Background: an optimization exercise with open tools, aiming at small area and a short achievable clock period. Do not read the settings as production practice. The RTL was checked by simulation tests, not by an equivalence proof against the original design.

==> flow/design.v (outline; a module is shown in full before it is edited, if it fits) <==
// module sample_strobe: 26 lines
// module section_sequencer: 25 lines
// module iir_mul_g: 577 lines
// module iir_mul_f: 1707 lines
// module iir_filter: 128 lines
module iir_filter (
  input  logic                          clk,
  input  logic                          nrst,
  input  logic                          coef_we,
  input  logic [4-1:0]        coef_addr,
  input  logic signed [16-1:0] coef_data,
  input  logic signed [16-1:0]   din,
  output logic signed [21-1:0]  dout
);
  // ...
==> flow/run.sh <==
#!/bin/bash
# synth_recipe.tcl (not shown) runs the flow's synth.tcl, then flattens the netlist and writes it again
# the make line also repeats each setting of config.mk as NAME=value (left out here)
make -C /OpenROAD-flow-scripts/flow DESIGN_CONFIG=/design/flow/config.mk WORK_HOME=/design/flow/orfs CLKGATE_MAP_FILE= SYNTH_SCRIPT=/design/flow/synth_recipe.tcl finish
==> flow/config.mk <==
export PLATFORM = sky130hd
export DESIGN_NAME = iir_filter
export DESIGN_NICKNAME = iir_filter
export VERILOG_FILES = /design/flow/design.v
export SDC_FILE = /design/flow/constraint.sdc
export NUM_CORES = 4
export LEC_CHECK = 0
export CAP_MARGIN = 20
export CORE_MARGIN = 2
export CORE_UTILIZATION = 40
export SLEW_MARGIN = 20
==> flow/constraint.sdc <==
create_clock -name core_clock -period 20.0 [get_ports {clk}]
set_input_delay 4.0000 -clock core_clock [delete_from_list [all_inputs] [get_ports {clk}]]
set_output_delay 4.0000 -clock core_clock [all_outputs]
set_load 0.01 [all_outputs]
==> reports/metrics.yaml, run 1 <==
path_clk_slew_ns: 0.07
skew_ns: 0.02496
core-area_sq_um: 165400
numCtsBuffers: 47
cpMaxStageDelayCell: "a21oi_4"
synth_xor_area_frac: 0.01699
synth_nets: 9435
synth_mux_area_frac: 0.05937
crit_top_cell: "fa_1"
grtUsageMet3: 0.07854
nFlopsAndLatches: 472
ys_ff_latch: 472
final_common_cell: "o21ai_0"
taps: 2189
status: "finished clean"
dpl.cell_count: 10110
finalHoldWorstSlack_ns: 0.4793
final_cells: 10200
die_w_microns: 412.4
arrival_ns: 13.43
cpPeakStageDelay_ns: 0.89
finalSetupViolCount: 0
hp-start: "w2[11]"
rrSetupSlack_ns: 7.01
drtIter0Drc: 10840
finalCritPeriodShare: 0.6493
tightest_slew_ns: 1.366
top_layer: "met5"
cp_num_cells: 31
dpl.hpwl_microns: 206000
==> run 2: changes to the inputs <==
--- a/flow/config.mk
+++ b/flow/config.mk
@@ -5,6 +5,7 @@
 export SDC_FILE = /design/flow/constraint.sdc
 export NUM_CORES = 4
 export LEC_CHECK = 0
+export ABC_AREA = 1
 export CAP_MARGIN = 20
 export CORE_MARGIN = 2
 export CORE_UTILIZATION = 40
==> run 2 against run 1 <==
Compared with the run above:
- sequential share of layout area increased by 2.2 points
- still clean on timing, DRC and antenna
- global-route usage shrank 4.8 points
- die area down 13%
- via count is 24% lower
- cell count shrank 11%
==> reports/metrics.yaml, run 2 <==
final_cells: 9117  # -11%
ys_seq_area_frac: 0.2075
rows: 139
synth_xor_area_frac: 0.1151  # +0.09812
yosysTopAreaCell: "fa_1"
routed_wl_microns: 218800
io_buffers: 59
synth_mux_area_frac: 0.0008611  # -0.05851
dpl.hpwl_microns: 157000  # -24%
relSlewSlack: 0.1758
endpoint_kind: "flip-flop"
ant_nets: 0
cts_tree: "built"
gr-total-overflow: 0
finalCritPeriodShare: 0.6318  # -0.01759
final-hold-violation-count: 0
via_per_inst: 5.752
holdPathStages: 2
numCtsBuffers: 55  # +17%
synthSimpleGateAreaFrac: 0.1398
worstHoldPathType: "reg2reg"
start_util: 0.4036
synth-compound-area-share: 0.1732
grt_use_total: 0.2915
reg_top3: "w1: 96 flops, w2: 96 flops"
postCtsResizedCells: 0
cp_num_buf_inv: 12
fin_tns_setup_ns: 0
drive_gt1_frac: 0.06599
crit_required_ns: 20.60
antenna_found_initial: 3
drv_cap: 0
die_area_sq_um: 148400
cts_root_buffer: "clkbuf_16"
netlist.area_leader.share: 0.1919
status: "finished clean"
multiInputGateArea_sq_um: 39930
final_common_cell: "nand2_1"
syn_inst: 7374
arrival_ns: 13.23  # -0.20 ns
path_delay_family: "buffers and inverters"
path_clk_slew_ns: 0.07  # about the same
worstPathMaxFanout: 53
drtIter0Drc: 5837  # -46%
die_h_microns: 385.2
cts_max_level: 2
grt_max_degree: 82
finalSetupViolCount: 0  # unchanged
cp_num_cells: 45  # +45%
post_cts_buffers: 0
io-pin-count: 60
grt_pass1_wl_microns: 330800
cpMaxStageDelayCell: "dfstp_4"
synth_top_family_by_area: "adder cells"
synth_nets: 8251  # -13%
firstDrtPassIters: 6
cp-start-kind: "flip-flop"
postCtsHoldBufs: 0
critPathKind: "reg2reg"
synthToLayoutAreaGrowth_pct: 7.462
synthTopCellsByArea: "fa_1 19%, dfrtp_1 18%, xor2_1 11%, nand2_1 8.3%, o22ai_1 8.0%"
rrSetupSlack_ns: 7.36  # +0.35 ns
synth_fa_ha_area_frac: 0.2524
tightest_slew_ns: 1.226  # -0.1400 ns
mostFrequentLayoutCells: "1277 x nand2_1, 1129 x inv_1, 741 x o22ai_1"
synth_most_common_cell: "nand2_1"
yosysWarningCount: 4
synthArstFlopShare: 0.8750
clk_path_buf_depth: 3
max_freq_mhz: 79.14
cts.sinks: 472
yosys-top-cells-count: "1282 x nand2_1, 1132 x inv_1, 741 x o22ai_1, 737 x xor2_1, 557 x fa_1"
layout.nets: 8046
fin_crit_ns: 12.64
skew_ns: 0.06109  # +0.03612 ns
die_w_microns: 385.2  # -6.6%
ys_ff_latch: 472  # unchanged
core-area_sq_um: 144000  # -13%
cpPeakStageDelay_ns: 1.07  # +0.18 ns
drv_slew: 0
routedWlPerCell_microns: 24.00
rsz0062_at_grt: "no"
synth_flop_cell: "dfrtp_1"
clock_latency_ns: 0.73
synth_edf_count: 54
first_global_vias: 52380
ys_types: 61
fill_cells: 14640
vias: 52440
rr_worst_depth: 45
avgSynthCellArea_sq_um: 7.882
crit_top_cell: "nand2_1"
drc: 0
syn_area_sq_um: 58120
gp_congestion: 0.9594
register_area_sq_um: 12070
dpl.cell_count: 9015  # -11%
## run 2: changes by cell type after synthesis, moves of 408 or more
cell,previous run,this run
o21ai_0,895,406
a21oi_1,836,280
nand2_1,753,1282
inv_1,724,1132
clkbuf_1,814,237
xor2_1,34,737
## run 2: cell type report
class | count | share of cell area
antenna | 1 | 0.00004007
clock buffer | 82 | 0.02622
clock inverter | 19 | 0.004187
inverter | 1164 | 0.07002
multi-input combinational | 5258 | 0.6394
sequential | 472 | 0.1932
tap | 1903 | 0.03812
timing repair buffer | 218 | 0.02883
## run 2: path summary, 6_finish.rpt
check / startpoint / to
worst max-delay path: u_seq.idx[1] / dout[12]
worst max register to register: u_seq.idx[1] / dout[12]
min in group asynchronous: nrst / dout[6]
worst min-delay path: w1[39] / w1[39]
worst min register to register: w1[39] / w1[39]
max in group asynchronous: nrst / w1[61]
## run 2: cell families after synthesis
| group | count (synthesis) |
|---|---|
| xor gates and xnor gates | 763 |
| buffers and inverters | 1644 |
| muxes | 5 |
| adders and majority gates | 838 |
| DFF | 472 |
| AOI/OAI and AO/OA | 1668 |
| and+or+nand+nor | 1984 |
## run 2: worst min-delay path: stages (launching register included)
cell	delay, ns
dfrtp_1	0.33
nand2_1	0.05
nand2_1	0.05
## run 2: per-layer routing
layer  part of all wire  global-route usage  routed length [microns]
met1               0.42              0.3991                    92190
met2               0.44              0.4497                    96560
met3              0.084             0.04703                    18450
met4              0.053              0.1380                    11560
met5                  0                   0                        0
## run 2: per-stage QoR
step                utilization  instance area, sq um  setup slack [ns]  hold slack (ns)
floorplan                     -                 58120             11.82           0.4417
global placement         0.4204                 60540             7.722           0.4549
detailed placement       0.4205                 60550             7.560           0.4579
CTS                      0.4337                 62450             7.532           0.4749
global route             0.4337                 62450             6.715           0.4889
finish                   0.4337                 62460             7.365           0.4710

[what the ideal ports hide]
The results above use ideal ports. As a check the final layouts listed here were re-extracted and re-timed, cells and wires unchanged. Step 1 assumes that a clkbuf_16 drives the clock port and a buf_2 every other input. Step 2 times the ports against the registers' clock, not the clock port: input delays grow and output delays shrink by t, the midpoint of the rising clock arrivals with the driver on. Three values: no drivers, after step 1, after step 2; two values: the first two.
| run | shift t [ns] | slack for setup (ns) | hold WS [ns] | clock arrival spread, ns | worst data-port slew with drivers (ns) |
|---|---|---|---|---|---|
| run 1 | 0.698 | 7.013 / 7.013 / 7.013 | 0.479 / 0.479 / 0.479 | 0.027 / 0.027 | 0.05 |
| run 2 | 0.772 | 7.365 / 7.365 / 7.365 | 0.471 / 0.471 / 0.471 | 0.061 / 0.061 | 0.06 |
After both steps every run listed still meets setup and hold.
